This design comes from an exercise in tuning for small area, a short achievable clock period and few clock cycles per item on the open sky130 flow, not from production work.
The RTL was checked by simulation tests, not by an equivalence proof against the original design.

===== config.mk =====
export PLATFORM = sky130hd
export DESIGN_NAME = tilt_vector_to_angle_sector
export DESIGN_NICKNAME = tilt_vector_to_angle_sector
export VERILOG_FILES = /design/flow/design.v
export SDC_FILE = /design/flow/constraint.sdc
export NUM_CORES = 4
export LEC_CHECK = 0
export ABC_AREA = 1
export CAP_MARGIN = 20
export CORE_MARGIN = 2
export CORE_UTILIZATION = 40
export SETUP_SLACK_MARGIN = 2.5
export SLEW_MARGIN = 20

===== constraint.sdc =====
create_clock -name core_clock -period 5.0 [get_ports {clk}]
set_input_delay 1.0000 -clock core_clock [delete_from_list [all_inputs] [get_ports {clk}]]
set_output_delay 1.0000 -clock core_clock [all_outputs]
set_load 0.01 [all_outputs]

===== design.v =====
`default_nettype none
package tvas_pkg;
  localparam int SAMPLE_W = 16;
  localparam int SECTOR_W = 5;
endpackage
`default_nettype wire
`default_nettype none
module tvas_ks_add #(
  parameter integer W = 8
) (
  input  wire [W-1:0] a,
  input  wire [W-1:0] b,
  input  wire         ci,
  output wire [W-1:0] s
);
  localparam integer L = (W <= 1) ? 1 : $clog2(W);
  wire [W-1:0] p0 = a ^ b;
  wire [W-1:0] g0 = a & b;
  wire [W-1:0] g [0:L];
  wire [W-1:0] p [0:L];
  assign g[0] = {g0[W-1:1], g0[0] | (p0[0] & ci)};
  assign p[0] = p0;
  genvar l, i;
  generate
    for (l = 0; l < L; l = l + 1) begin : g_lvl
      for (i = 0; i < W; i = i + 1) begin : g_bit
        if (i >= (1 << l)) begin : g_op
          assign g[l+1][i] = g[l][i] | (p[l][i] & g[l][i - (1 << l)]);
          assign p[l+1][i] = p[l][i] & p[l][i - (1 << l)];
        end else begin : g_pass
          assign g[l+1][i] = g[l][i];
          assign p[l+1][i] = p[l][i];
        end
      end
    end
  endgenerate
  assign s = p0 ^ {g[L][W-2:0], ci};
endmodule
`default_nettype wire
`default_nettype none
module tilt_vector_to_angle_sector (
  input  wire         clk,
  input  wire         rst,
  input  wire         accel_valid,
  output wire         accel_stall,
  input  wire  [15:0] accel_x,
  input  wire  [15:0] accel_y,
  output wire         sector_valid,
  input  wire         sector_stall,
  output wire  [4:0]  sector
);
  localparam integer XW  = 19;
  function automatic integer wy(input integer k);
    case (k)
      1: wy = 18; 2: wy = 18; 3: wy = 17; 4: wy = 16; 5: wy = 16;
      6: wy = 15; 7: wy = 14; 8: wy = 13; 9: wy = 12; 10: wy = 11;
      11: wy = 10; 12: wy = 9; 13: wy = 8; default: wy = 7;
    endcase
  endfunction
  function automatic [13:0] atan_step(input integer i);
    case (i)
      0: atan_step = 14'd8192; 1: atan_step = 14'd4836; 2: atan_step = 14'd2555;
      3: atan_step = 14'd1297; 4: atan_step = 14'd651;  5: atan_step = 14'd326;
      6: atan_step = 14'd163;  7: atan_step = 14'd81;   8: atan_step = 14'd41;
      9: atan_step = 14'd20;   10: atan_step = 14'd10;  11: atan_step = 14'd5;
      12: atan_step = 14'd3;   13: atan_step = 14'd1;   14: atan_step = 14'd1;
      default: atan_step = 14'd0;
    endcase
  endfunction
  function automatic [15:0] abs16(input [15:0] v);
    integer j;
    reg     any;
    begin
      any = 1'b0;
      for (j = 0; j < 16; j = j + 1) begin
        abs16[j] = v[j] ^ (v[15] & any);
        any = any | v[j];
      end
    end
  endfunction
  reg        stall_q;
  wire       accept = accel_valid & ~stall_q;
  reg        v0, sx, sy;
  reg [15:0] ax, ay;
  always @(posedge clk) begin
    if (rst) v0 <= 1'b0;
    else     v0 <= accept;
    sx <= accel_x[15];
    sy <= accel_y[15];
    ax <= abs16(accel_x);
    ay <= abs16(accel_y);
  end
  wire        d0  = sx ^ sy;
  wire [16:0] s1x;
  wire [15:0] dyx, dxy;
  tvas_ks_add #(.W(17)) u_s1x (.a({1'b0, ax}), .b({1'b0, ay}), .ci(1'b0), .s(s1x));
  tvas_ks_add #(.W(16)) u_dyx (.a(ay), .b(~ax), .ci(1'b1), .s(dyx));
  tvas_ks_add #(.W(16)) u_dxy (.a(ax), .b(~ay), .ci(1'b1), .s(dxy));
  wire [15:0] s1y = d0 ? dyx : dxy;
  wire        yz  = (ay == 16'd0);
  wire        xz  = (ax == 16'd0);
  reg [16:0] n1x;
  reg [15:0] n1y;
  reg        n1d, n1b;
  always @* begin
    n1x = s1x; n1y = s1y; n1d = d0; n1b = sx;
    if (yz) begin
      n1x = 17'd32768; n1y = 16'd0 - 16'd32766; n1d = 1'b1; n1b = sx;
    end else if (xz) begin
      n1x = 17'd22000; n1y = 16'd0 - 16'd18000; n1d = 1'b0; n1b = sy;
    end
  end
  reg        v1, d0_1, b1;
  reg [16:0] x1;
  reg [15:0] y1;
  always @(posedge clk) begin
    if (rst) v1 <= 1'b0;
    else     v1 <= v0;
    x1   <= n1x;
    y1   <= n1y;
    d0_1 <= n1d;
    b1   <= n1b;
  end
  wire [XW*13-1:0] vx_bus;
  wire [18*13-1:0] vy_bus;
  wire [16*14-1:0] d_bus;
  wire [13:1]      b_bus;
  wire [13:1]      v_bus;
  wire [2:0]       d1214;             
  assign vx_bus[XW*1 +: XW] = {x1, 2'b00};
  assign vy_bus[18*1 +: 18] = {y1, 2'b00};
  assign d_bus[16*1 +: 16]  = {15'd0, d0_1};
  assign b_bus[1]           = b1;
  assign v_bus[1]           = v1;
  genvar k;
  generate
    for (k = 1; k <= 12; k = k + 1) begin : g_rot
      localparam integer W  = wy(k);
      localparam integer WN = wy(k + 1);
      localparam integer MW = W - 1 - k;   
      wire [XW-1:0]       vx = vx_bus[XW*k +: XW];
      wire signed [W-1:0] vy = vy_bus[18*k +: W];
      wire                dk = ~vy[W-1];     
      wire signed [W-1:0] ysh = vy >>> k;
      wire [XW-1:0]       xsh = (k < 10) ? (vx >> k) : (vx >> (k - 8));
      wire [XW-1:0] nx;
      if (MW > 0) begin : g_m
        wire [MW-1:0] m = ysh[MW-1:0] ^ {MW{~dk}};
        tvas_ks_add #(.W(XW)) u_xa (.a(vx), .b({{(XW-MW){1'b0}}, m}), .ci(~dk), .s(nx));
      end else if (k < 10) begin : g_inc
        assign nx = vx + {{(XW-1){1'b0}}, ~dk};
      end else begin : g_inc_s
        assign nx = {8'd0, vx[10:0] + {10'd0, ~dk}};
      end
      wire [XW-1:0] nxr;                   
      if (k == 9) begin : g_sat
        assign nxr = {8'd0, nx[18:10], (&nx[9:2]) ? nx[1:0] : 2'b00};
      end else begin : g_nosat
        assign nxr = nx;
      end
      wire [WN-1:0] xs = xsh[WN-1:0] ^ {WN{dk}};
      wire [WN-1:0] ny;
      tvas_ks_add #(.W(WN)) u_ya (.a(vy[WN-1:0]), .b(xs), .ci(dk), .s(ny));
      reg bq, vq;
      always @(posedge clk) begin
        if (rst) vq <= 1'b0;
        else     vq <= v_bus[k];
        bq <= b_bus[k];
      end
      assign b_bus[k+1] = bq;
      assign v_bus[k+1] = vq;
      if (k < 12) begin : g_xy
        reg [((k < 9) ? XW : 11)-1:0] xq;
        reg [WN-1:0] yq;
        always @(posedge clk) begin
          xq <= nxr;
          yq <= ny;
        end
        assign vx_bus[XW*(k+1) +: XW] = {{(XW - ((k < 9) ? XW : 11)){1'b0}}, xq};
        assign vy_bus[18*(k+1) +: 18] = {{(18-WN){yq[WN-1]}}, yq};
      end
      if (k < 10) begin : g_d
        reg [k:0] dq;
        always @(posedge clk) dq <= {dk, d_bus[16*k +: k]};
        assign d_bus[16*(k+1) +: 16] = {{(15-k){1'b0}}, dq};
      end else begin : g_l
        wire [5:0] dlo = d_bus[16*k +: 6];
        wire [8:0] lin;
        if (k == 10) begin : g_l0
          wire [3:0] dm = d_bus[16*k + 6 +: 4];
          assign lin = ({9{dm[0]}} & 9'd163) + ({9{dm[1]}} & 9'd81) +
                       ({9{dm[2]}} & 9'd41)  + ({9{dm[3]}} & 9'd20);
        end else begin : g_l1
          assign lin = d_bus[16*k + 6 +: 9];
        end
        localparam [13:0] AK = atan_step(k);
        wire [8:0] lnx = lin + ({9{dk}} & AK[8:0]);
        if (k < 12) begin : g_lr
          reg [8:0] lq;
          reg [5:0] dq;
          always @(posedge clk) begin
            lq <= lnx;
            dq <= dlo;
          end
          assign d_bus[16*(k+1) +: 16] = {1'b0, lq, dq};
        end else begin : g_t
          reg [14:0] tlo;
          always @* begin
            case (dlo)
              6'd0: tlo = 15'd23677;
              6'd1: tlo = 15'd31869;
              6'd2: tlo = 15'd28513;
              6'd3: tlo = 15'd3937;
              6'd4: tlo = 15'd26232;
              6'd5: tlo = 15'd1656;
              6'd6: tlo = 15'd31068;
              6'd7: tlo = 15'd6492;
              6'd8: tlo = 15'd24974;
              6'd9: tlo = 15'd398;
              6'd10: tlo = 15'd29810;
              6'd11: tlo = 15'd5234;
              6'd12: tlo = 15'd27529;
              6'd13: tlo = 15'd2953;
              6'd14: tlo = 15'd32365;
              6'd15: tlo = 15'd7789;
              6'd16: tlo = 15'd24328;
              6'd17: tlo = 15'd32520;
              6'd18: tlo = 15'd29164;
              6'd19: tlo = 15'd4588;
              6'd20: tlo = 15'd26883;
              6'd21: tlo = 15'd2307;
              6'd22: tlo = 15'd31719;
              6'd23: tlo = 15'd7143;
              6'd24: tlo = 15'd25625;
              6'd25: tlo = 15'd1049;
              6'd26: tlo = 15'd30461;
              6'd27: tlo = 15'd5885;
              6'd28: tlo = 15'd28180;
              6'd29: tlo = 15'd3604;
              6'd30: tlo = 15'd248;
              6'd31: tlo = 15'd8440;
              6'd32: tlo = 15'd24003;
              6'd33: tlo = 15'd32195;
              6'd34: tlo = 15'd28839;
              6'd35: tlo = 15'd4263;
              6'd36: tlo = 15'd26558;
              6'd37: tlo = 15'd1982;
              6'd38: tlo = 15'd31394;
              6'd39: tlo = 15'd6818;
              6'd40: tlo = 15'd25300;
              6'd41: tlo = 15'd724;
              6'd42: tlo = 15'd30136;
              6'd43: tlo = 15'd5560;
              6'd44: tlo = 15'd27855;
              6'd45: tlo = 15'd3279;
              6'd46: tlo = 15'd32691;
              6'd47: tlo = 15'd8115;
              6'd48: tlo = 15'd24654;
              6'd49: tlo = 15'd78;
              6'd50: tlo = 15'd29490;
              6'd51: tlo = 15'd4914;
              6'd52: tlo = 15'd27209;
              6'd53: tlo = 15'd2633;
              6'd54: tlo = 15'd32045;
              6'd55: tlo = 15'd7469;
              6'd56: tlo = 15'd25951;
              6'd57: tlo = 15'd1375;
              6'd58: tlo = 15'd30787;
              6'd59: tlo = 15'd6211;
              6'd60: tlo = 15'd28506;
              6'd61: tlo = 15'd3930;
              6'd62: tlo = 15'd574;
              6'd63: tlo = 15'd8766;
              default: tlo = 15'd0;
            endcase
          end
          wire [10:0] sq_n;
          tvas_ks_add #(.W(11)) u_sq (.a({1'b0, tlo[9:0]}), .b({2'b00, lin}), .ci(1'b0), .s(sq_n));
          reg [4:0]  hq;
          reg [10:0] sq;
          always @(posedge clk) begin
            hq <= tlo[14:10];
            sq <= sq_n;
          end
          assign d_bus[16*(k+1) +: 16] = {hq, sq};
          wire       d13 = ~ny[WN-1];
          wire       e    = ~dk & (&vx[4:0]);
          wire [5:0] x13s = vx[10:5];
          wire [6:0] ua = {1'b1, ~x13s};       
          wire [6:0] ub = {1'b0, x13s};
          wire [6:0] sa = vy[6:0] ^ xs[6:0] ^ ua;
          wire [6:0] sb = vy[6:0] ^ xs[6:0] ^ ub;
          wire [6:0] ca = {(vy[5:0] & xs[5:0]) | (vy[5:0] & ua[5:0]) | (xs[5:0] & ua[5:0]), dk};
          wire [6:0] cb = {(vy[5:0] & xs[5:0]) | (vy[5:0] & ub[5:0]) | (xs[5:0] & ub[5:0]), dk};
          wire [6:0] y14a, y14b;
          tvas_ks_add #(.W(7)) u_y14a (.a(sa), .b(ca), .ci(~e), .s(y14a));
          tvas_ks_add #(.W(7)) u_y14b (.a(sb), .b(cb), .ci(e), .s(y14b));
          reg d12q, d13q, d14q;
          always @(posedge clk) begin
            d12q <= dk;
            d13q <= d13;
            d14q <= d13 ? ~y14a[6] : ~y14b[6];
          end
          assign d1214 = {d14q, d13q, d12q};
        end
      end
    end
  endgenerate
  wire [10:0] s13  = d_bus[16*13 +: 11];
  wire [4:0]  h13  = d_bus[16*13 + 11 +: 5];
  wire [2:0]  sml  = {1'b0, d1214[0], d1214[0]} + {2'b00, d1214[1]} + {2'b00, d1214[2]};
  wire [3:0]  lo3  = {1'b0, s13[2:0]} + {1'b0, sml};
  wire        cy   = s13[10] | ((&s13[9:3]) & lo3[3]);
  wire [4:0]  hb   = h13 ^ {b_bus[13], 4'b0000};
  wire [4:0]  hb1  = (h13 + 5'd1) ^ {b_bus[13], 4'b0000};
  wire [4:0]  pd   = cy ? hb1 : hb;
  wire        pv   = v_bus[13];
  localparam integer DEPTH = 14;         
  localparam integer CAP   = DEPTH + 2;  
  localparam integer CW    = 5;
  localparam integer PW    = 4;          
  reg  [CW-1:0] cnt_q;
  reg           out_v;
  reg  [4:0]    out_d;
  reg  [4:0]    fq [0:(1 << PW) - 1];
  reg  [PW-1:0] wp, rp;
  wire          f_empty = (wp == rp);
  wire [4:0]    fhead   = fq[rp];
  wire          push_go = pv & ~f_empty;
  wire          push_ho = pv & (out_v | ~f_empty);
  wire          pop_go  = ~f_empty;
  wire          pop_ho  = ~out_v & ~f_empty;
  wire          ov_go   = pv | ~f_empty;
  wire          ov_ho   = out_v | pv | ~f_empty;
  wire [4:0]    od_go   = f_empty ? pd : fhead;
  wire [4:0]    od_ho   = out_v ? out_d : od_go;
  wire          push = sector_stall ? push_ho : push_go;
  wire          pop  = sector_stall ? pop_ho  : pop_go;
  wire [CW-1:0] cnt_p   = cnt_q + 1'b1;
  wire [CW-1:0] cnt_m   = cnt_q - 1'b1;
  wire [CW-1:0] cnt_go  = ~out_v ? (accept ? cnt_p : cnt_q) : (accept ? cnt_q : cnt_m);
  wire [CW-1:0] cnt_ho  = accept ? cnt_p : cnt_q;
  wire          st_go   = ~out_v ? (accept ? (cnt_q >= CAP - 1) : (cnt_q >= CAP))
                                 : (accept ? (cnt_q >= CAP)     : (cnt_q >= CAP + 1));
  wire          st_ho   = accept ? (cnt_q >= CAP - 1) : (cnt_q >= CAP);
  always @(posedge clk) begin
    if (rst) begin
      cnt_q   <= {CW{1'b0}};
      stall_q <= 1'b0;
      out_v   <= 1'b0;
      wp      <= {PW{1'b0}};
      rp      <= {PW{1'b0}};
    end else begin
      cnt_q   <= sector_stall ? cnt_ho : cnt_go;
      stall_q <= sector_stall ? st_ho  : st_go;
      out_v   <= sector_stall ? ov_ho  : ov_go;
      if (push) wp <= wp + 1'b1;
      if (pop)  rp <= rp + 1'b1;
    end
  end
  always @(posedge clk) begin
    out_d <= sector_stall ? od_ho : od_go;
    if (pv) fq[wp] <= pd;
  end
  assign accel_stall  = stall_q;
  assign sector_valid = out_v;
  assign sector       = out_d;
endmodule
`default_nettype wire

===== run.sh =====
#!/bin/bash
# synth_recipe.tcl (not shown) runs the flow's synth.tcl, then flattens the netlist and writes it again
# the make line also repeats each setting of config.mk as NAME=value (left out here)
make -C /OpenROAD-flow-scripts/flow DESIGN_CONFIG=/design/flow/config.mk WORK_HOME=/design/flow/orfs CLKGATE_MAP_FILE= SYNTH_SCRIPT=/design/flow/synth_recipe.tcl finish

==> flow_summary.json, run 1 <==
{
  "r2r_cells": 12,
  "hpwl_mm": 58.8,
  "fin_skew_ns": 0.0448,
  "period_share": 0.476,
  "dr.pass1.iters": 5,
  "insertion_delay_ns": 0.64,
  "cts_buffer_depth": 3,
  "die_h_um": 301,
  "synth_edf_count": 85,
  "clkSinkCount": 644,
  "synth_nets": 4495,
  "rrSetupSlack_ns": 2.62,
  "ys_seq_elements": 644,
  "coreArea_um2": 87200,
  "met2_length_mm": 34.7,
  "wl_mm": 75.7,
  "endpoint_kind": "flip-flop",
  "die_w_um": 301,
  "layout_common_cells": "nand2_1 (682), dfxtp_1 (544), inv_1 (464)",
  "grt_pass1_wl_mm": 125,
  "area_delta_synth_final_pct": 13.4,
  "highest_layer": "met4",
  "r2r-end": "g_rot[5].g_xy.xq[16]",
  "worstPathMaxFanout": 13,
  "max_slew_margin": 0.525,
  "wl_met1_mm": 36.5,
  "max_cap_violations": 0,
  "vias": 26100,
  "fin_util": 0.459,
  "setup_viol": 0,
  "cts_root_buf": "clkbuf_16",
  "max_freq_mhz": 420,
  "clk_pin_slew_ns": 0.06,
  "finalInstanceArea_um2": 40000,
  "cts.htree.levels": 3,
  "drcViolationCount": 0,
  "tightest_slew_ns": 0.706,
  "grt_use_total": 0.165,
  "required_ns": 5.47,
  "rsz0062_at_grt": "true",
  "start_util": 0.405,
  "diodes": 0,
  "layout_commonest_cell": "nand2_1",
  "synth_ff_type": "dfxtp_1",
  "dieArea_um2": 90600,
  "postRouteAntennaNets": 0,
  "drive_gt1_frac": 0.0695,
  "grt_overflow": 0,
  "cts_buffers": 71,
  "yosysSeqAreaShare": 0.389,
  "startpoint_type": "flip-flop",
  "antenna_found_initial": 0,
  "gp_congestion": 0.883,
  "synth.distinct_cells": 69,
  "rows": 108,
  "wl_per_cell_um": 14.0,
  "synth_area_um2": 35300,
  "io-pin-count": 43,
  "place_area_um2": 36800,
  "rr_startpoint": "g_rot[4].g_xy.yq[15]",
  "tritoncts": "yes",
  "min_delay_worst_endpoint": "g_rot[12].g_l.g_t.hq[0]",
  "cp.arrival_ns": 2.85,
  "grt_start_max_net_pins": 41,
  "layout_min_cycle_time_ns": 2.38,
  "drtIter0Drc": 1371,
  "hold_viol": 0,
  "criticalPathCategory": "reg -> reg",
  "synthCells": 4103,
  "min_path_type": "reg -> reg",
  "tns_ns": 0,
  "holdPathStages": 0,
  "port-buffer-count": 42,
  "status": "finished clean",
  "cts_hold_buf": 0,
  "hold_start": "g_rot[12].g_l.g_t.tlo[10]",
  "drv_slew": 0,
  "postSynthAreaPerCell_um2": 8.60,
  "grt_pass1_vias": 25200,
  "layout.nets": 4580,
  "via_per_inst": 4.83,
  "met3_length_mm": 2.74,
  "synthArstFlopShare": 0,
  "synth_warnings": 14
}
## worst max-delay path: stages (launching register included)
cell,delay [ns]
dfxtp_2,0.40
buf_12,0.17
xnor2_1,0.12
fa_1,0.44
inv_1,0.07
nand3_1,0.06
nand2_1,0.12
a21oi_2,0.10
o21ai_2,0.20
nand3_2,0.14
nor2_4,0.16
nand2_1,0.10
xor2_2,0.17
## kinds of logic after synthesis
group	synth area share
AOI/OAI and AO/OA	0.108
xor gates and xnor gates	0.140
adders and majority gates	0.134
buffers and inverters	0.0622
DFF	0.389
muxes	0.00397
and+or+nand+nor	0.162
## final cells by class
type / instances / area [um2]
clock buffers: 95 / 1990
clock inverters: 35 / 644
fillers: 8439 / 47100
inverters: 476 / 1790
multi-input cells: 2908 / 19500
flip-flops and latches: 644 / 13800
well taps: 1155 / 1450
repair buffers: 87 / 862
## stage by stage
| stage | setup slack (ns) | hold WS (ns) | instances |
|---|---|---|---|
| 4_1_cts | 2.25 | 0.288 | 5367 |
| 3_3_place_gp | 2.02 | 0.310 | 5237 |
| 6_report | 2.62 | 0.292 | 5400 |
| 5_1_grt | 2.42 | 0.306 | 5400 |
| 2_1_floorplan | 2.62 | 0.310 | 4103 |
| 3_5_place_dp | 1.94 | 0.312 | 5237 |
## worst max path at each step
| stage | to | slack, ns | start | depth (start not counted) |
|---|---|---|---|---|
| after floorplan | g_rot[6].g_xy.yq[10] | 2.62 | g_rot[5].g_xy.yq[14] | 10 |
| after global placement | g_rot[3].g_xy.xq[18] | 2.02 | g_rot[2].g_xy.yq[16] | 8 |
| after detailed placement | g_rot[3].g_xy.xq[18] | 1.94 | g_rot[2].g_xy.yq[16] | 8 |
| after CTS | g_rot[3].g_xy.xq[18] | 2.25 | g_rot[2].g_xy.yq[16] | 8 |
| after global routing | fq[9][0] | 2.42 | g_rot[12].g_l.g_t.d12q | 9 |
| final | g_rot[5].g_xy.xq[16] | 2.62 | g_rot[4].g_xy.yq[15] | 12 |
## synthesized netlist by cell type (16+ instances only)
cell type  count  share of area
o21ai_2       21         0.0052
fa_1          37          0.021
a21oi_1      272          0.039
o21ai_0      165          0.023
o221ai_1      16         0.0040
nand2_1      685          0.073
nand3_1      187          0.027
a31oi_1       16         0.0028
dfxtp_1      559           0.32
edfxtp_1      85          0.072
xor2_1       348          0.086
nor2_1       284          0.030
a21o_1        30         0.0064
ha_1         319           0.11
nand4_1       35         0.0062
inv_1        464          0.049
o21ai_1       33         0.0047
buf_2         41         0.0058
nor3_1        49         0.0069
xnor2_1      215          0.053
## sequential cells by signal, indices dropped and copies added, names as in the netlist, 4 cells and up, named ones only
| name | flops |
|---|---|
| g_rot.vq | 12 |
| g_rot.g_l.g_lr.lq | 18 |
| ay | 16 |
| wp | 4 |
| x1 | 16 |
| rp | 4 |
| out_d | 5 |
| g_rot.g_l.g_t.tlo | 15 |
| g_rot.g_l.g_lr.dq | 6 |
| g_rot.g_d.dq | 54 |
| fq | 80 |
| g_rot.g_xy.xq | 184 |
| cnt_q | 5 |
| g_rot.g_l.g_t.sq | 11 |
| y1 | 16 |
| ax | 16 |
| g_rot.g_xy.yq | 150 |
| g_rot.bq | 12 |
| g_rot.g_l.g_t.hq | 5 |
## layer usage
metal,up-vias,GRT usage
li1,13700,-
met1,11900,0.224
met2,400,0.275
met3,114,0.0209
met4,0,0.0508
met5,-,0
## timing repair
action | in CTS | in global routing
cloned | 0 | 1
setup endpoints to repair | 143 | 114
pin swaps | 0 | 4
gates resized for setup | 28 | 44
setup buffers | 0 | 32
Testbench counts, summed over its fixed seeds: cycles 16,120, items 16,000.
==> run 2, diff against run 1 <==
--- a/design.v
+++ b/design.v
@@ -58,4 +58,10 @@
     endcase
   endfunction
+  function automatic integer xwid(input integer k);
+    xwid = (k <= 7) ? 19 : (k == 8) ? 16 : (k == 9) ? 13 : 11;
+  endfunction
+  function automatic integer xoff(input integer k);
+    xoff = (k <= 7) ? 0 : (k == 8) ? 3 : (k == 9) ? 6 : 8;
+  endfunction
   function automatic [13:0] atan_step(input integer i);
     case (i)
@@ -139,9 +145,10 @@
       localparam integer WN = wy(k + 1);
       localparam integer MW = W - 1 - k;   
+      localparam integer XO = xoff(k);
       wire [XW-1:0]       vx = vx_bus[XW*k +: XW];
       wire signed [W-1:0] vy = vy_bus[18*k +: W];
       wire                dk = ~vy[W-1];     
       wire signed [W-1:0] ysh = vy >>> k;
-      wire [XW-1:0]       xsh = (k < 10) ? (vx >> k) : (vx >> (k - 8));
+      wire [XW-1:0]       xsh = vx >> (k - XO);
       wire [XW-1:0] nx;
       if (MW > 0) begin : g_m
@@ -154,6 +161,10 @@
       end
       wire [XW-1:0] nxr;                   
-      if (k == 9) begin : g_sat
-        assign nxr = {8'd0, nx[18:10], (&nx[9:2]) ? nx[1:0] : 2'b00};
+      if (k == 7) begin : g_sat8
+        assign nxr = {3'd0, nx[18:8], (&nx[7:5]) ? nx[4:0] : 5'd0};
+      end else if (k == 8) begin : g_sat9
+        assign nxr = {6'd0, nx[15:6], (nx[5] & nx[4] & nx[3]) ? nx[2:0] : 3'd0};
+      end else if (k == 9) begin : g_sat10
+        assign nxr = {8'd0, nx[12:4], (nx[3] & nx[2]) ? nx[1:0] : 2'd0};
       end else begin : g_nosat
         assign nxr = nx;
@@ -171,5 +182,5 @@
       assign v_bus[k+1] = vq;
       if (k < 12) begin : g_xy
-        reg [((k < 9) ? XW : 11)-1:0] xq;
+        reg [xwid(k+1)-1:0] xq;
         reg [WN-1:0] yq;
         always @(posedge clk) begin
@@ -177,5 +188,5 @@
           yq <= ny;
         end
-        assign vx_bus[XW*(k+1) +: XW] = {{(XW - ((k < 9) ? XW : 11)){1'b0}}, xq};
+        assign vx_bus[XW*(k+1) +: XW] = {{(XW - xwid(k+1)){1'b0}}, xq};
         assign vy_bus[18*(k+1) +: 18] = {{(18-WN){yq[WN-1]}}, yq};
       end
==> run 2 against run 1 <==
Against the previous run: highest routed layer unchanged; design area down 1.2%; routed wire length down 1.7%; clock skew about the same; worst setup slack worse by 0.091 ns; die area down 1.1%; cell count down 0.72%; worst hold slack better by 0.0065 ns; critical path depth down 2; still clean.
==> flow_summary.json, run 2 <==
{
  "postRouteAntennaNets": 0,
  "criticalPathCategory": "reg -> reg",
  "coreArea_um2": 86600,
  "max_slew_margin": 0.477,
  "synth.distinct_cells": 64,
  "synth_most_common_cell": "nand2_1",
  "period_share": 0.494,
  "yosys.area.top_type_share": 0.315,
  "rrSetupSlack_ns": 2.53,
  "layout_common_cells": "nand2_1 (680), dfxtp_1 (535), inv_1 (441)",
  "hold_viol": 0,
  "diodes": 0,
  "clkSinkCount": 635,
  "cp.arrival_ns": 2.97,
  "met2_length_mm": 34.1,
  "slowest_stage": "dfxtp_4",
  "grt_pass1_vias": 25100,
  "layout_min_cycle_time_ns": 2.47,
  "synth_area_leaders": "dfxtp_1 (32%), ha_1 (11%), xor2_1 (8.3%), nand2_1 (7.4%), edfxtp_1 (7.3%)",
  "required_ns": 5.49,
  "r2r_cells": 10,
  "drcViolationCount": 0,
  "rsz0062_at_grt": "true",
  "largest_reg_flops": 175,
  "seqCellArea_um2": 13600,
  "endpoint_kind": "flip-flop",
  "clk_pin_slew_ns": 0.06,
  "cts.htree.levels": 3,
  "hpwl_mm": 57.3,
  "cts_buffers": 70,
  "area_delta_synth_final_pct": 13.3,
  "startpoint_type": "flip-flop",
  "drive_gt1_frac": 0.0713,
  "min_path_type": "reg -> reg",
  "via_per_inst": 4.84,
  "worstPathCellList": "buf_4 > buf_4 > xnor2_1 > ha_1 > a21oi_1 > nand2_1 > a21boi_0 > o21ai_0 > a31oi_1 > xor2_1",
  "r2r-end": "g_rot[2].g_xy.yq[9]",
  "grt_pass1_wl_mm": 124,
  "fillerInstances": 8324,
  "max_freq_mhz": 405,
  "crit_top_cell": "buf_4",
  "largest_registers": "g_rot.g_xy.xq x175, g_rot.g_xy.yq x150, fq x80",
  "max_cap_violations": 0,
  "max_stage_delay_ns": 0.41,
  "yosysSeqAreaShare": 0.389,
  "io-pin-count": 43,
  "synth_edf_count": 85,
  "dieArea_um2": 89600,
  "grt_start_max_net_pins": 41,
  "dr.pass1.iters": 5,
  "cts_root_buf": "clkbuf_16",
  "met3_length_mm": 3.28,
  "rr_startpoint": "g_rot[1].g_xy.yq[17]",
  "die_h_um": 299,
  "cts_buffer_depth": 3,
  "tightest_slew_ns": 0.780,
  "tritoncts": "yes",
  "multi_input_area_um2": 19400,
  "status": "finished clean",
  "synthCells": 4071,
  "startpoint": "g_rot[1].g_xy.yq[17]",
  "ys_seq_elements": 635,
  "grt_use_total": 0.166,
  "port-buffer-count": 42,
  "synth_nets": 4463,
  "synth_top_cells_by_count": "nand2_1 (684), dfxtp_1 (550), inv_1 (443)",
  "worstPathMaxFanout": 14,
  "hold_start": "g_rot[6].g_d.dq[5]",
  "layout_commonest_cell": "nand2_1",
  "highest_layer": "met4",
  "wl_met1_mm": 35.5,
  "drv_slew": 0,
  "insertion_delay_ns": 0.63,
  "largest-register": "g_rot.g_xy.xq",
  "cts_hold_buf": 0,
  "rows": 108,
  "synth_area_leader_cell": "dfxtp_1",
  "final_cells": 5361,
  "layout.nets": 4543,
  "antenna_found_initial": 0,
  "postSynthAreaPerCell_um2": 8.57,
  "setup_viol": 0,
  "synthArstFlopShare": 0,
  "synth_ff_type": "dfxtp_1",
  "synth_area_um2": 34900,
  "die_w_um": 299,
  "tns_ns": 0,
  "vias": 26000,
  "grt_overflow": 0,
  "dp.cells": 5200,
  "wl_per_cell_um": 13.9,
  "gp_congestion": 0.859,
  "start_util": 0.403,
  "synth_warnings": 14,
  "worstSetupEndpoint": "g_rot[2].g_xy.yq[9]",
  "fin_skew_ns": 0.0443,
  "wl_mm": 74.4,
  "drtIter0Drc": 1535
}
[run 2: changes by cell type in the layout (fill, tap and decap cells not counted), moves of 9 or more]
cell | before | now
xor2_1 | 344 | 323
nor2_1 | 284 | 298
dfxtp_1 | 544 | 535
inv_1 | 464 | 441
nand4_1 | 35 | 46
nor3_1 | 49 | 39
[run 2: layout make-up]
| cell class | instances | area share |
|---|---|---|
| clock buffer | 93 | 0.0498 |
| sequential | 635 | 0.344 |
| clock inverter | 34 | 0.0146 |
| timing repair buffer | 86 | 0.0208 |
| tap | 1155 | 0.0365 |
| multi-input combinational | 2898 | 0.490 |
| inverter | 460 | 0.0439 |
[run 2: kinds of logic (layout without fill, tap and decap cells)]
logic type,after synthesis,after routing,synth area share
buffers and inverters,538,673,0.0612
DFF,635,635,0.389
and+or+nand+nor,1327,1327,0.163
AOI/OAI and AO/OA,648,648,0.108
xor gates and xnor gates,553,553,0.139
muxes,14,14,0.00402
adders and majority gates,356,356,0.136
[run 2: what timing repair did]
| item | 4_1_cts | 5_1_grt |
|---|---|---|
| resized for setup | 29 | 54 |
| setup endpoints to repair | 181 | 109 |
| cloned | 0 | 0 |
| pin swaps | 0 | 4 |
| buffers inserted | 1 | 33 |
[run 2: per-stage QoR]
step	hold WS [ns]	util	setup slack [ns]	area (um2)
5_1_grt	0.320	0.456	2.44	39500
2_1_floorplan	0.310	-	2.61	34900
4_1_cts	0.299	0.451	2.44	39100
3_5_place_dp	0.312	0.421	1.95	36400
3_3_place_gp	0.310	0.421	2.04	36400
6_report	0.299	0.456	2.53	39500
[run 2: how the worst min path moves through the flow]
| stage | cells after the start | end | slack (ns) |
|---|---|---|---|
| after CTS | 0 | g_rot[7].g_d.dq[5] | 0.30 |
| final | 0 | g_rot[7].g_d.dq[5] | 0.30 |
| after detailed placement | 0 | g_rot[4].bq | 0.31 |
| after global routing | 0 | g_rot[7].g_d.dq[5] | 0.32 |
| after global placement | 0 | g_rot[6].bq | 0.31 |
| after floorplan | 0 | g_rot[10].bq | 0.31 |
[run 2: critical path, delay by kind of cell (launching register included)]
kind,cells,cell delay [ns]
flip-flops,1,0.41
adder cells (fa/ha/maj),1,0.34
AO/OA/AOI/OAI,4,0.87
buffers and inverters,2,0.28
AND/OR/NAND/NOR,1,0.12
XOR/XNOR,2,0.32
[run 2: layer usage]
layer,vias up,global-route usage
met5,-,0
met4,0,0.0470
met3,111,0.0227
met2,454,0.276
met1,11900,0.224
li1,13500,-
Testbench counts of run 2, summed over its fixed seeds: cycles 16,120, items 16,000.
==> run 3, diff against run 2 <==
--- a/config.mk
+++ b/config.mk
@@ -10,4 +10,4 @@
 export CORE_MARGIN = 2
 export CORE_UTILIZATION = 40
-export SETUP_SLACK_MARGIN = 2.5
+export SETUP_SLACK_MARGIN = 2.6
 export SLEW_MARGIN = 20
==> run 3 against run 2 <==
Against the previous run: still clean on timing, DRC and antenna; design area increased by 1.2%; core utilization increased by 0.56 points; synthesized cell count unchanged; area after synthesis unchanged; worst setup slack improved by 0.11 ns; register-to-register slack improved by 0.11 ns; non-clock buffer count increased by 26; clock skew decreased by 0.0017 ns.
==> flow_summary.json, run 3 <==
{
  "layout_commonest_cell": "nand2_1",
  "die_h_um": 299,
  "drv_slew": 0,
  "vias": 26100,
  "synth_most_common_cell": "nand2_1",
  "cts_hold_buf": 0,
  "rr_startpoint": "g_rot[1].g_xy.yq[17]",
  "max_cap_violations": 0,
  "synth_top_cells_by_count": "nand2_1 (684), dfxtp_1 (550), inv_1 (443)",
  "cts.htree.levels": 3,
  "gp_congestion": 0.859,
  "grt_overflow": 0,
  "cts_buffers": 70,
  "area_delta_synth_final_pct": 14.7,
  "tns_ns": 0,
  "yosys.area.top_type_share": 0.315,
  "synth_warnings": 14,
  "grt_pass1_vias": 25100,
  "synthCells": 4071,
  "wl_per_cell_um": 14.0,
  "rrSetupSlack_ns": 2.64,
  "drcViolationCount": 0,
  "port-buffer-count": 42,
  "synth_ff_type": "dfxtp_1",
  "rsz0062_at_grt": "true",
  "grt_start_max_net_pins": 41,
  "cts_root_buf": "clkbuf_16",
  "tightest_slew_ns": 0.734,
  "required_ns": 5.50,
  "fin_skew_ns": 0.0426,
  "criticalPathCategory": "reg -> reg",
  "layout_common_cells": "nand2_1 (676), dfxtp_1 (530), inv_1 (441)",
  "startpoint": "g_rot[1].g_xy.yq[17]",
  "ys_seq_elements": 635,
  "io-pin-count": 43,
  "clk_pin_slew_ns": 0.06,
  "via_per_inst": 4.85,
  "diodes": 0,
  "tritoncts": "yes",
  "antenna_found_initial": 0,
  "yosysSeqAreaShare": 0.389,
  "grt_pass1_wl_mm": 124,
  "fin_util": 0.462,
  "fillerInstances": 8281,
  "synthArstFlopShare": 0,
  "layout.nets": 4569,
  "multi_input_area_um2": 19600,
  "die_w_um": 299,
  "largest_reg_flops": 175,
  "min_delay_worst_endpoint": "g_rot[7].g_d.dq[5]",
  "dr.pass1.iters": 5,
  "max_slew_margin": 0.509,
  "synth_nets": 4463,
  "rows": 108,
  "largest_registers": "g_rot.g_xy.xq x175, g_rot.g_xy.yq x150, fq x80",
  "seqCellArea_um2": 13600,
  "synth_area_leaders": "dfxtp_1 (32%), ha_1 (11%), xor2_1 (8.3%), nand2_1 (7.4%), edfxtp_1 (7.3%)",
  "setup_viol": 0,
  "start_util": 0.403,
  "cts_buffer_depth": 3,
  "r2r_cells": 9,
  "clkSinkCount": 635,
  "min_path_type": "reg -> reg",
  "period_share": 0.473,
  "postSynthAreaPerCell_um2": 8.57,
  "holdPathStages": 0,
  "status": "finished clean",
  "worstPathMaxFanout": 14,
  "wl_mm": 75.7,
  "dieArea_um2": 89600,
  "synth_area_um2": 34900,
  "hpwl_mm": 57.3,
  "hold_viol": 0,
  "max_freq_mhz": 423,
  "r2r-end": "g_rot[2].g_xy.yq[9]",
  "drive_gt1_frac": 0.0851,
  "startpoint_type": "flip-flop",
  "postRouteAntennaNets": 0,
  "layout_min_cycle_time_ns": 2.36,
  "insertion_delay_ns": 0.62,
  "largest-register": "g_rot.g_xy.xq",
  "cp.arrival_ns": 2.86,
  "hold_start": "g_rot[6].g_d.dq[5]",
  "endpoint_kind": "flip-flop",
  "synth.distinct_cells": 64,
  "coreArea_um2": 86600,
  "synth_edf_count": 85,
  "grt_use_total": 0.166,
  "synth_area_leader_cell": "dfxtp_1",
  "drtIter0Drc": 1671
}
[run 3: worst max path at each step]
stage / end / slack [ns] / depth (start not counted)
CTS: fq[1][1] / 2.54 / 9
detailed placement: g_rot[4].g_xy.xq[14] / 1.95 / 10
finish: g_rot[2].g_xy.yq[9] / 2.64 / 9
global route: g_rot[7].g_xy.yq[10] / 2.49 / 11
global placement: g_rot[4].g_xy.xq[14] / 2.04 / 10
floorplan: g_rot[6].g_xy.yq[10] / 2.61 / 10
[run 3: repair_timing]
item,in CTS,in global routing
buffers inserted,6,54
gates resized for setup,37,104
pin swaps,0,33
endpoints found under the setup margin,233,156
[run 3: layout make-up]
class / count / share of cell area
clock inverter: 34 / 0.0144
timing repair buffer: 112 / 0.0259
inverter: 460 / 0.0435
tap: 1155 / 0.0361
multi-input combinational: 2898 / 0.491
clock buffer: 93 / 0.0492
sequential: 635 / 0.340
[run 3: kinds of logic (layout without fill, tap and decap cells)]
group / Yosys count / after routing / synth area share
adders and majority gates: 356 / 356 / 0.136
xor gates and xnor gates: 553 / 553 / 0.139
buffers and inverters: 538 / 699 / 0.0612
muxes: 14 / 14 / 0.00402
AOI/OAI and AO/OA: 648 / 648 / 0.108
and+or+nand+nor: 1327 / 1327 / 0.163
DFF: 635 / 635 / 0.389
[run 3: worst max-delay path, stage by stage (launching register included)]
cell	delay, ns
dfxtp_4	0.41
buf_4	0.16
xnor2_1	0.25
ha_1	0.28
nand3_1	0.08
nand2_1	0.12
a21boi_0	0.30
o21ai_0	0.21
a31oi_1	0.21
xor2_1	0.21
[run 3: per-stage QoR]
step,setup WS (ns),area [um2],cells,hold WS [ns]
after detailed placement,1.95,36400,5200,0.312
after floorplan,2.61,34900,4071,0.310
after global placement,2.04,36400,5200,0.310
after global routing,2.49,40000,5387,0.320
final,2.64,40000,5387,0.298
after CTS,2.54,39100,5333,0.299
[run 3: routing by layer]
| metal | vias up | track usage | routed length (um) |
|---|---|---|---|
| met2 | 430 | 0.277 | 35100 |
| li1 | 13600 | - | - |
| met4 | 0 | 0.0467 | 1400 |
| met5 | - | 0 | 0 |
| met1 | 12000 | 0.224 | 36000 |
| met3 | 104 | 0.0228 | 3160 |
==> run 4, diff against run 3 <==
--- a/config.mk
+++ b/config.mk
@@ -10,4 +10,5 @@
 export CORE_MARGIN = 2
 export CORE_UTILIZATION = 40
-export SETUP_SLACK_MARGIN = 2.6
+export PLACE_DENSITY = 0.75
+export SETUP_SLACK_MARGIN = 2.5
 export SLEW_MARGIN = 20
==> run 4 against run 3 <==
Against the previous run: non-clock buffer count is 19 lower; register-to-register slack worse by 0.04 ns; sequential cell count stayed put; critical path type unchanged; global-route usage hardly changed; clock-buffer cell count is 6 lower; cell count is 0.50% lower.
==> flow_summary.json, run 4 <==
{
  "largest_reg_flops": 175,
  "cpLargestDelayFamily": "compound AO/OA/AOI/OAI gates",
  "grt_use_total": 0.165,
  "grt_start_max_net_pins": 42,
  "grtUsageMet2": 0.294,
  "cts.htree.levels": 3,
  "max_cap_violations": 0,
  "largest-register": "g_rot.g_xy.xq",
  "layout_common_cells": "nand2_1 (681), dfxtp_1 (537), inv_1 (442)",
  "startpoint_type": "flip-flop",
  "hpwl_mm": 57.3,
  "synth_top_cells_by_count": "nand2_1 (684), dfxtp_1 (550), inv_1 (443)",
  "antenna_found_initial": 1,
  "yosysSeqAreaShare": 0.389,
  "rsz0062_at_grt": "true",
  "path_buf_inv": 1,
  "tritoncts": "yes",
  "final_cells": 5360,
  "max_slew_margin": 0.547,
  "fin_skew_ns": 0.0225,
  "layout_min_cycle_time_ns": 2.40,
  "dieArea_um2": 89600,
  "grt_overflow": 0,
  "wl_mm": 75.2,
  "grtUsageMet3": 0.0215,
  "insertion_delay_ns": 0.62,
  "slowest_stage": "dfxtp_4",
  "required_ns": 5.49,
  "drive_gt1_frac": 0.0668,
  "criticalPathCategory": "reg -> reg",
  "ys_seq_elements": 635,
  "wl_per_cell_um": 14.0,
  "port-buffer-count": 42,
  "synth.distinct_cells": 64,
  "drv_slew": 0,
  "worstPathMaxFanout": 17,
  "synth_ff_type": "dfxtp_1",
  "period_share": 0.480,
  "diodes": 0,
  "hold_ws_ns": 0.313,
  "gp_congestion": 0.918,
  "layout.nets": 4549,
  "layout_commonest_cell": "nand2_1",
  "postSynthAreaPerCell_um2": 8.57,
  "grt_pass1_wl_mm": 124,
  "io-pin-count": 43,
  "largest_registers": "g_rot.g_xy.xq x175, g_rot.g_xy.yq x150, fq x80",
  "area_delta_synth_final_pct": 12.5,
  "vias": 26500,
  "grt-busiest-layer": "met2",
  "coreArea_um2": 86600,
  "postRouteAntennaNets": 0,
  "clkSinkCount": 635,
  "grt_util_met1": 0.203,
  "tns_ns": 0,
  "hold_viol": 0,
  "rows": 108,
  "yosys.area.top_type_share": 0.315,
  "synth_warnings": 14,
  "drtIter0Drc": 1581,
  "max_freq_mhz": 417,
  "synth_area_leaders": "dfxtp_1 (32%), ha_1 (11%), xor2_1 (8.3%), nand2_1 (7.4%), edfxtp_1 (7.3%)",
  "via_per_inst": 4.94,
  "cts_buffers": 69,
  "status": "finished clean",
  "cts_root_buf": "clkbuf_16",
  "cp.arrival_ns": 2.89,
  "die_w_um": 299,
  "setup_viol": 0,
  "cts_buffer_depth": 3,
  "synth_edf_count": 85,
  "dr.pass1.iters": 5,
  "grt_pass1_vias": 25900,
  "start_util": 0.403,
  "synthArstFlopShare": 0,
  "fillerInstances": 8104,
  "synth_most_common_cell": "nand2_1",
  "synthCells": 4071,
  "synth_area_um2": 34900,
  "min_path_type": "reg -> reg",
  "max_stage_delay_ns": 0.50,
  "clk_pin_slew_ns": 0.06,
  "worstPathCellList": "buf_4 > xor2_1 > ha_1 > a21oi_1 > o21ai_0 > a211oi_1 > o21ai_0 > xor2_1",
  "synth_nets": 4463,
  "dp.cells": 5199,
  "die_h_um": 299,
  "endpoint_kind": "flip-flop",
  "synth_area_leader_cell": "dfxtp_1",
  "drcViolationCount": 0,
  "tightest_slew_ns": 0.678
}
[run 4: cell types whose count changed in the layout (fill, tap and decap cells not counted), moves of 7 or more]
cell and delta:
o21ai_0 +10, ha_1 +11, dfxtp_1 +7, buf_4 -11, a21oi_1 +8, xor2_1 +8
o21ai_1 -7
[run 4: what timing repair did]
action / in CTS / in global routing
gates resized for setup: 24 / 23
hold endpoints to repair: 0 / 0
setup buffers: 1 / 41
endpoints found under the setup margin: 181 / 96
pin swaps: 0 / 2
hold buffers: 0 / 0
[run 4: layout make-up]
type,instances,area [um2],area share
flip-flops and latches,635,13600,0.346
clock buffers,87,1930,0.0491
inverters,460,1730,0.0441
multi-input cells,2898,19300,0.491
repair buffers,93,836,0.0213
well taps,1155,1450,0.0368
clock inverters,32,432,0.0110
[run 4: cells by family after synthesis]
| kind of cell | share of synthesized area |
|---|---|
| simple gates | 0.163 |
| compound gates | 0.108 |
| flops | 0.389 |
| xor+xnor | 0.139 |
| buf+inv | 0.0612 |
| fa+ha+maj | 0.136 |
| mux | 0.00402 |
[run 4: stage by stage]
| stage | worst slack (ns) | area, um2 | util |
|---|---|---|---|
| after floorplan | 2.61 | 34900 | - |
| after global placement | 2.05 | 36400 | 0.421 |
| after detailed placement | 1.99 | 36400 | 0.421 |
| after CTS | 2.44 | 38800 | 0.448 |
| after global routing | 2.46 | 39300 | 0.453 |
| final | 2.60 | 39300 | 0.453 |
[run 4: final timing paths]
check / cells past startpoint / start / to / slack, ns
max: 8 / g_rot[1].g_xy.yq[17] / g_rot[2].g_xy.xq[13] / 2.60
min: 0 / g_rot[3].g_d.dq[0] / g_rot[4].g_d.dq[0] / 0.31
max reg2reg: 8 / g_rot[1].g_xy.yq[17] / g_rot[2].g_xy.xq[13] / 2.60
min reg2reg: 0 / g_rot[3].g_d.dq[0] / g_rot[4].g_d.dq[0] / 0.31
[run 4: worst reg2reg max path, stage by stage (launching register included)]
cell,delay [ns]
dfxtp_4,0.50
buf_4,0.19
xor2_1,0.17
ha_1,0.31
a21oi_1,0.21
o21ai_0,0.11
a211oi_1,0.44
o21ai_0,0.19
xor2_1,0.16
[run 4: metal layers]
layer / share of wire / wire length, um
met1: 0.44 / 33200
met2: 0.49 / 36700
met3: 0.039 / 2950
met4: 0.031 / 2310
met5: 0 / 0
==> run 5, diff against run 4 <==
--- a/config.mk
+++ b/config.mk
@@ -10,5 +10,7 @@
 export CORE_MARGIN = 2
 export CORE_UTILIZATION = 40
+export CTS_BUF_LIST = sky130_fd_sc_hd__clkbuf_2 sky130_fd_sc_hd__clkbuf_4 sky130_fd_sc_hd__clkbuf_8
+export CTS_CLUSTER_SIZE = 40
 export PLACE_DENSITY = 0.75
-export SETUP_SLACK_MARGIN = 2.5
+export SETUP_SLACK_MARGIN = 2.6
 export SLEW_MARGIN = 20
==> run 5 against run 4 <==
Against the previous run: maximum frequency grew 2.5%; cell count grew 1.3%; worst setup slack gained 0.058 ns; critical endpoint is now g_rot[3].g_xy.xq[12]; sequential cell count is the same.
==> flow_summary.json, run 5 <==
{
  "max_cap_violations": 0,
  "drcViolationCount": 0,
  "tritoncts": "yes",
  "endpoint_kind": "flip-flop",
  "rr_startpoint": "g_rot[2].g_xy.yq[16]",
  "cts_buffers": 98,
  "port-buffer-count": 42,
  "rows": 108,
  "wl_per_cell_um": 14.0,
  "grt_pass1_wl_mm": 124,
  "io-pin-count": 43,
  "cts_buffer_depth": 3,
  "fin_skew_ns": 0.0481,
  "via_per_inst": 4.95,
  "antenna_found_initial": 2,
  "cts.htree.levels": 3,
  "drv_slew": 0,
  "dieArea_um2": 89600,
  "place_area_um2": 36400,
  "dr.pass1.iters": 6,
  "status": "finished clean",
  "required_ns": 5.58,
  "startpoint_type": "flip-flop",
  "fillerInstances": 8080,
  "synthArstFlopShare": 0,
  "largest-register": "g_rot.g_xy.xq",
  "synth_area_leader_cell": "dfxtp_1",
  "ys_seq_elements": 635,
  "synth.distinct_cells": 64,
  "worstPathMaxFanout": 12,
  "synth_edf_count": 85,
  "postSynthAreaPerCell_um2": 8.57,
  "tns_ns": 0,
  "start_util": 0.403,
  "largest_reg_flops": 175,
  "vias": 26900,
  "clkSinkCount": 635,
  "cp.arrival_ns": 2.92,
  "synth_area_leaders": "dfxtp_1 (32%), ha_1 (11%), xor2_1 (8.3%), nand2_1 (7.4%), edfxtp_1 (7.3%)",
  "die_h_um": 299,
  "cts_hold_buf": 0,
  "synth_most_common_cell": "nand2_1",
  "hold_viol": 0,
  "drive_gt1_frac": 0.0964,
  "clk_pin_slew_ns": 0.06,
  "insertion_delay_ns": 0.71,
  "area_delta_synth_final_pct": 13.1,
  "coreArea_um2": 86600,
  "synth_nets": 4463,
  "postRouteAntennaNets": 0,
  "synth_area_um2": 34900,
  "die_w_um": 299,
  "tightest_slew_ns": 0.708,
  "synth_top_cells_by_count": "nand2_1 (684), dfxtp_1 (550), inv_1 (443)",
  "cts_root_buf": "clkbuf_8",
  "hpwl_mm": 57.3,
  "startpoint": "g_rot[2].g_xy.yq[16]",
  "yosysSeqAreaShare": 0.389,
  "setup_viol": 0,
  "grt_pass1_vias": 26200,
  "wl_mm": 76.1,
  "grt_use_total": 0.166,
  "max_slew_margin": 0.527,
  "synth_ff_type": "dfxtp_1",
  "rsz0062_at_grt": "true",
  "yosys.area.top_type_share": 0.315,
  "synthCells": 4071,
  "layout_min_cycle_time_ns": 2.34,
  "finalInstanceArea_um2": 39500,
  "period_share": 0.468,
  "grt_overflow": 0,
  "max_freq_mhz": 427,
  "synth_warnings": 14,
  "drtIter0Drc": 1517,
  "layout_common_cells": "nand2_1 (673), dfxtp_1 (535), inv_1 (439)",
  "layout_commonest_cell": "nand2_1",
  "layout.nets": 4593,
  "largest_registers": "g_rot.g_xy.xq x175, g_rot.g_xy.yq x150, fq x80",
  "gp_congestion": 0.918,
  "hold_start": "b1",
  "grt_start_max_net_pins": 42,
  "min_path_type": "reg -> reg",
  "criticalPathCategory": "reg -> reg"
}
[run 5: cell counts after synthesis]
No cell type changed its count.
[run 5: area by class of cell]
cell class | count | area (um2) | area share
sequential | 635 | 13600 | 0.345
antenna | 3 | 7.51 | 0.000190
tap | 1155 | 1450 | 0.0366
timing repair buffer | 107 | 966 | 0.0245
clock inverter | 25 | 329 | 0.00833
inverter | 460 | 1740 | 0.0441
multi-input combinational | 2899 | 19500 | 0.494
clock buffer | 148 | 1870 | 0.0473
[run 5: per-layer routing]
layer  vias up  part of all wire  track usage  wire length, um
met5         -                 0            0                0
met4         0             0.030       0.0619             2310
met3       177             0.040       0.0241             3020
met2       579              0.49        0.294            37300
met1     12500              0.44        0.203            33500
li1      13600                 -            -                -
[run 5: cells by family after synthesis]
family / Yosys count / share of synthesized area
AND/OR/NAND/NOR: 1327 / 0.163
AO/OA/AOI/OAI: 648 / 0.108
flip-flops: 635 / 0.389
XOR/XNOR: 553 / 0.139
buffers and inverters: 538 / 0.0612
adder cells (fa/ha/maj): 356 / 0.136
multiplexers: 14 / 0.00402
[run 5: repair_timing]
item / CTS / global route
cloned: 0 / 1
resized for setup: 43 / 94
pin swaps: 0 / 34
buffers inserted: 9 / 47
hold endpoints to repair: 0 / 0
endpoints found under the setup margin: 226 / 120
[run 5: worst max-delay path: stages, from the launching register on]
cell     delay [ns]
dfxtp_4        0.36
buf_12         0.15
buf_4          0.14
xor2_1         0.15
ha_1           0.37
a21o_1         0.23
a21oi_1        0.37
o21ai_1        0.16
nand3_1        0.09
nand2_1        0.06
xor2_1         0.15
[run 5: final timing paths]
path / cells after the start / endpoint / slack [ns]
max: 10 / g_rot[3].g_xy.xq[12] / 2.66
min: 0 / g_rot[1].bq / 0.31
max reg2reg: 10 / g_rot[3].g_xy.xq[12] / 2.66
min reg2reg: 0 / g_rot[1].bq / 0.31
[run 5: per-stage QoR]
step | cells | utilization | hold slack, ns | setup WS (ns)
detailed placement | 5199 | 0.421 | 0.312 | 1.99
finish | 5432 | 0.456 | 0.315 | 2.66
floorplan | 4071 | - | 0.310 | 2.61
CTS | 5381 | 0.448 | 0.318 | 2.40
global placement | 5199 | 0.421 | 0.310 | 2.05
global route | 5432 | 0.456 | 0.322 | 2.56
==> run 6, diff against run 5 <==
--- a/config.mk
+++ b/config.mk
@@ -10,7 +10,7 @@
 export CORE_MARGIN = 2
 export CORE_UTILIZATION = 40
-export CTS_BUF_LIST = sky130_fd_sc_hd__clkbuf_2 sky130_fd_sc_hd__clkbuf_4 sky130_fd_sc_hd__clkbuf_8
-export CTS_CLUSTER_SIZE = 40
-export PLACE_DENSITY = 0.75
+export CTS_BUF_LIST = sky130_fd_sc_hd__clkbuf_4 sky130_fd_sc_hd__clkbuf_8
+export CTS_CLUSTER_SIZE = 30
+export PLACE_DENSITY = 0.85
 export SETUP_SLACK_MARGIN = 2.6
 export SLEW_MARGIN = 20
==> run 6 against run 5 <==
Against the previous run: routed wire length grew 2.9%; non-clock buffer count shrank 19; worst hold slack lost 0.0041 ns; sequential share of layout area grew 0.15 points; first-iteration DRC count grew 9.2%; core utilization shrank 0.18 points; design area shrank 0.40%; area after synthesis is the same.
==> flow_summary.json, run 6 <==
{
  "status": "finished clean",
  "tightest_slew_ns": 0.760,
  "max_slew_margin": 0.492,
  "io-pin-count": 43,
  "ys_seq_elements": 635,
  "path_buf_inv": 1,
  "cpLargestDelayFamily": "simple AND/OR/NAND/NOR gates",
  "rsz0062_at_grt": "true",
  "layout.nets": 4569,
  "fin_skew_ns": 0.0314,
  "synth.distinct_cells": 64,
  "antenna_found_initial": 0,
  "grt_use_total": 0.169,
  "yosys.area.top_type_share": 0.315,
  "setup_viol": 0,
  "start_util": 0.403,
  "port-buffer-count": 42,
  "area_delta_synth_final_pct": 12.7,
  "max_cap_violations": 0,
  "cts_buffer_depth": 3,
  "grt_overflow": 0,
  "worstPathMaxFanout": 6,
  "tns_ns": 0,
  "grt_pass1_wl_mm": 126,
  "hpwl_mm": 58.3,
  "startpoint_type": "flip-flop",
  "drv_slew": 0,
  "rrSetupSlack_ns": 2.59,
  "wl_per_cell_um": 14.5,
  "largest_reg_flops": 175,
  "min_path_type": "reg -> reg",
  "synth_area_leader_cell": "dfxtp_1",
  "die_w_um": 299,
  "layout_common_cells": "nand2_1 (677), dfxtp_1 (529), inv_1 (441)",
  "grt_pass1_vias": 26600,
  "synth_area_leaders": "dfxtp_1 (32%), ha_1 (11%), xor2_1 (8.3%), nand2_1 (7.4%), edfxtp_1 (7.3%)",
  "postSynthAreaPerCell_um2": 8.57,
  "drcViolationCount": 0,
  "largest-register": "g_rot.g_xy.xq",
  "fin_util": 0.454,
  "layout_min_cycle_time_ns": 2.41,
  "synth_ff_type": "dfxtp_1",
  "synthArstFlopShare": 0,
  "cts_buffers": 94,
  "rows": 108,
  "postRouteAntennaNets": 0,
  "synthCells": 4071,
  "die_h_um": 299,
  "grt_start_max_net_pins": 42,
  "via_per_inst": 4.98,
  "synth_most_common_cell": "nand2_1",
  "multi_input_area_um2": 19500,
  "clk_pin_slew_ns": 0.07,
  "tritoncts": "yes",
  "cts.htree.levels": 3,
  "fillerInstances": 7859,
  "drive_gt1_frac": 0.0886,
  "diodes": 0,
  "period_share": 0.482,
  "dr.pass1.iters": 5,
  "wl_mm": 78.3,
  "gp_congestion": 0.920,
  "cts_hold_buf": 0,
  "yosysSeqAreaShare": 0.389,
  "max_freq_mhz": 415,
  "largest_registers": "g_rot.g_xy.xq x175, g_rot.g_xy.yq x150, fq x80",
  "slowest_stage": "fa_1",
  "layout_commonest_cell": "nand2_1",
  "hold_viol": 0,
  "worstPathCellList": "nor2_1 > a21oi_2 > inv_1 > fa_1 > o21ai_2 > a21oi_2 > nor2_2 > nand3_2 > nor2_4 > nand2_2 > o21ai_2 > nand2_1",
  "drtIter0Drc": 1657,
  "synth_edf_count": 85,
  "synth_area_um2": 34900,
  "cp.arrival_ns": 2.99,
  "criticalPathCategory": "reg -> reg",
  "coreArea_um2": 86600,
  "endpoint_kind": "flip-flop",
  "seqCellArea_um2": 13600,
  "synth_nets": 4463,
  "synth_top_cells_by_count": "nand2_1 (684), dfxtp_1 (550), inv_1 (443)",
  "cts_root_buf": "clkbuf_8",
  "max_stage_delay_ns": 0.43,
  "insertion_delay_ns": 0.71,
  "required_ns": 5.58,
  "dieArea_um2": 89600,
  "synth_warnings": 14,
  "vias": 26900,
  "clkSinkCount": 635
}
==> run 6: cells by family after synthesis <==
group / share of synthesized area
flops: 0.389
mux: 0.00402
fa+ha+maj: 0.136
buf+inv: 0.0612
simple gates: 0.163
xor+xnor: 0.139
compound gates: 0.108
==> run 6: repair_timing <==
action,CTS,global route
buffers inserted,6,32
resized for setup,42,83
endpoints found under the setup margin,221,159
pin swaps,0,20
gates cloned,0,1
==> run 6: final timing paths <==
check	start	endpoint	cells past startpoint
min reg2reg	g_rot[4].g_d.dq[1]	g_rot[5].g_d.dq[1]	0
min	g_rot[4].g_d.dq[1]	g_rot[5].g_d.dq[1]	0
max reg2reg	g_rot[6].g_xy.yq[13]	g_rot[7].g_xy.xq[13]	12
max	g_rot[6].g_xy.yq[13]	g_rot[7].g_xy.xq[13]	12
==> run 6: worst register-to-register path, delay by kind of cell (launching register included) <==
kind            cells  cell delay, ns
fa+ha+maj           1            0.43
flops               1            0.42
compound gates      4            0.60
simple gates        6            0.74
buf+inv             1            0.10
==> run 6: metal layers <==
| metal | GRT usage | vias up | routed length, um |
|---|---|---|---|
| li1 | - | 13600 | - |
| met1 | 0.202 | 12400 | 33400 |
| met2 | 0.303 | 728 | 38400 |
| met3 | 0.0281 | 201 | 3950 |
| met4 | 0.0625 | 0 | 2600 |
| met5 | 0 | - | 0 |
==> run 6: area by class of cell <==
cell class / count / share of cell area
multi-input combinational: 2898 / 0.495
timing repair buffer: 88 / 0.0228
clock buffer: 136 / 0.0435
clock inverter: 36 / 0.0115
sequential: 635 / 0.346
tap: 1155 / 0.0367
inverter: 460 / 0.0442
==> run 6: through the flow <==
step                      cell area [um2]  hold WS [ns]  instances  worst slack, ns
after floorplan                     34900         0.310       4071             2.61
after global placement              36400         0.311       5197             2.21
after detailed placement            36400         0.312       5197             2.09
after CTS                           38700         0.306       5375             2.44
after global routing                39300         0.302       5408             2.51
final                               39300         0.311       5408             2.59
==> run 7, diff against run 6 <==
--- a/config.mk
+++ b/config.mk
@@ -12,5 +12,4 @@
 export CTS_BUF_LIST = sky130_fd_sc_hd__clkbuf_4 sky130_fd_sc_hd__clkbuf_8
 export CTS_CLUSTER_SIZE = 30
-export PLACE_DENSITY = 0.85
 export SETUP_SLACK_MARGIN = 2.6
 export SLEW_MARGIN = 20
==> run 7 against run 6 <==
Against the previous run: clock-buffer cell count rose by 32; worst setup slack better by 0.064 ns; sequential cell count is the same; still clean on timing, DRC and antenna; core utilization grew 0.75 points; synthesized cell count stayed put.
==> flow_summary.json, run 7 <==
{
  "status": "finished clean",
  "cts_root_buf": "clkbuf_8",
  "die_h_um": 299,
  "max_cap_violations": 0,
  "postSynthAreaPerCell_um2": 8.57,
  "drtIter0Drc": 1599,
  "insertion_delay_ns": 0.75,
  "rsz0062_at_grt": "true",
  "place_ws_ns": 1.95,
  "synth_edf_count": 85,
  "layout_common_cells": "nand2_1 (676), dfxtp_1 (534), inv_1 (441)",
  "max_freq_mhz": 426,
  "dp.cells": 5200,
  "synth_top_cells_by_count": "nand2_1 (684), dfxtp_1 (550), inv_1 (443)",
  "ys_seq_elements": 635,
  "synth_nets": 4463,
  "max_slew_margin": 0.494,
  "cts.htree.levels": 3,
  "synthCells": 4071,
  "hold_start": "g_rot[4].g_d.dq[4]",
  "synth_warnings": 14,
  "synth_area_leaders": "dfxtp_1 (32%), ha_1 (11%), xor2_1 (8.3%), nand2_1 (7.4%), edfxtp_1 (7.3%)",
  "synth_most_common_cell": "nand2_1",
  "largest-register": "g_rot.g_xy.xq",
  "worstPathCellList": "inv_4 > or2_2 > nand2_2 > fa_1 > inv_1 > ha_1 > inv_1 > nor3_1 > o21ai_0 > nand2_1 > nand2_1 > a21o_1 > nand3_1 > nand2_1",
  "cpLargestDelayFamily": "adder cells",
  "worstPathMaxFanout": 6,
  "grt_use_total": 0.166,
  "finalInstanceArea_um2": 40000,
  "drv_slew": 0,
  "required_ns": 5.66,
  "layout_commonest_cell": "nand2_1",
  "rows": 108,
  "drive_gt1_frac": 0.105,
  "cp.arrival_ns": 3.01,
  "grt_pass1_vias": 25400,
  "slowest_stage": "fa_1",
  "largest_registers": "g_rot.g_xy.xq x175, g_rot.g_xy.yq x150, fq x80",
  "final_cells": 5465,
  "cts_buffers": 108,
  "path_buf_inv": 3,
  "criticalPathCategory": "reg -> reg",
  "cts_hold_buf": 0,
  "grt_pass1_wl_mm": 124,
  "wl_per_cell_um": 13.9,
  "setup_ws_ns": 2.65,
  "largest_reg_flops": 175,
  "wl_mm": 75.8,
  "gp_congestion": 0.859,
  "die_w_um": 299,
  "layout.nets": 4614,
  "yosys.area.top_type_share": 0.315,
  "startpoint": "g_rot[11].g_xy.yq[8]",
  "layout_min_cycle_time_ns": 2.35,
  "clkSinkCount": 635,
  "io-pin-count": 43,
  "synth_area_leader_cell": "dfxtp_1",
  "tritoncts": "yes",
  "hold_viol": 0,
  "dieArea_um2": 89600,
  "tightest_slew_ns": 0.756,
  "postRouteAntennaNets": 0,
  "place_area_um2": 36400,
  "grt_start_max_net_pins": 41,
  "dr.pass1.iters": 6,
  "antenna_found_initial": 1
}
-- run 7: logic make-up after synthesis --
family,after synthesis,synth area share
AOI/OAI and AO/OA,648,0.108
adders and majority gates,356,0.136
muxes,14,0.00402
DFF,635,0.389
and+or+nand+nor,1327,0.163
xor gates and xnor gates,553,0.139
buffers and inverters,538,0.0612
-- run 7: repair_timing --
action / CTS / global route
resized for setup: 56 / 105
pin swaps: 0 / 21
endpoints found under the hold margin: 0 / 0
endpoints found under the setup margin: 231 / 144
setup buffers: 3 / 64
-- run 7: metrics by stage --
step / utilization / hold slack, ns
finish: 0.461 / 0.288
global placement: 0.421 / 0.310
CTS: 0.450 / 0.275
global route: 0.461 / 0.273
floorplan: - / 0.310
detailed placement: 0.421 / 0.312
-- run 7: final cells by class --
| class | instances | area (um2) |
|---|---|---|
| Clock buffer | 168 | 2130 |
| Timing Repair Buffer | 119 | 1100 |
| Sequential cell | 635 | 13600 |
| Antenna cell | 1 | 2.50 |
| Fill cell | 8297 | 46600 |
| Multi-Input combinational cell | 2898 | 19600 |
| Clock inverter | 29 | 325 |
| Inverter | 460 | 1740 |
| Tap cell | 1155 | 1450 |
-- run 7: worst register-to-register path: stages, from the launching register on --
cell	delay, ns
dfxtp_4	0.40
inv_4	0.09
or2_2	0.12
nand2_2	0.07
fa_1	0.57
inv_1	0.05
ha_1	0.26
inv_1	0.03
nor3_1	0.16
o21ai_0	0.11
nand2_1	0.08
nand2_1	0.06
a21o_1	0.15
nand3_1	0.06
nand2_1	0.06
-- run 7: final timing paths --
path	to	slack [ns]	cells after the start
worst max-delay path	g_rot[12].g_l.g_t.d14q	2.65	14
worst min-delay path	g_rot[5].g_d.dq[4]	0.29	0
worst max register to register	g_rot[12].g_l.g_t.d14q	2.65	14
worst min register to register	g_rot[5].g_d.dq[4]	0.29	0
-- run 7: layer usage --
metal	track usage	share of wire	vias to the layer above
met3	0.0244	0.042	99
met5	0	0	-
met4	0.0521	0.018	0
met2	0.274	0.46	471
li1	-	-	13700
met1	0.223	0.48	12000

## what the ideal ports hide
In the flow no input, the clock included, has a driving cell. The finished layouts below were timed again as built, in two steps.
Step 1 assumes that a clkbuf_16 drives the clock port and a buf_2 every other input.
Step 2 also shifts input and output timing later by t, the mid clock arrival at the registers, as if the neighbouring blocks saw the same clock.
Three values: ideal ports, drivers, drivers and shift; two values: the first two.
run | t, ns | setup slack, ns | worst setup path at the end | worst register clock-pin slew, ns | pins driven straight from the clock port
run 1 | 0.676 | 2.620 / 2.619 / 2.256 | input to register | 0.06 / 0.06 | 1
run 2 | 0.672 | 2.529 / 2.529 / 2.200 | input to register | 0.06 / 0.06 | 1
run 3 | 0.671 | 2.637 / 2.623 / 2.199 | input to register | 0.06 / 0.06 | 1
run 4 | 0.667 | 2.600 / 2.590 / 2.126 | input to register | 0.06 / 0.06 | 1
run 5 | 0.756 | 2.659 / 2.613 / 2.127 | input to register | 0.07 / 0.07 | 1
run 6 | 0.748 | 2.590 / 2.590 / 2.117 | input to register | 0.08 / 0.08 | 1
run 7 | 0.786 | 2.655 / 2.610 / 2.177 | input to register | 0.07 / 0.07 | 1
After both steps setup and hold are still met in every run listed. The setup slack of run 5, which loses most, moves by -0.046 ns with the drivers and by -0.532 ns with both steps.
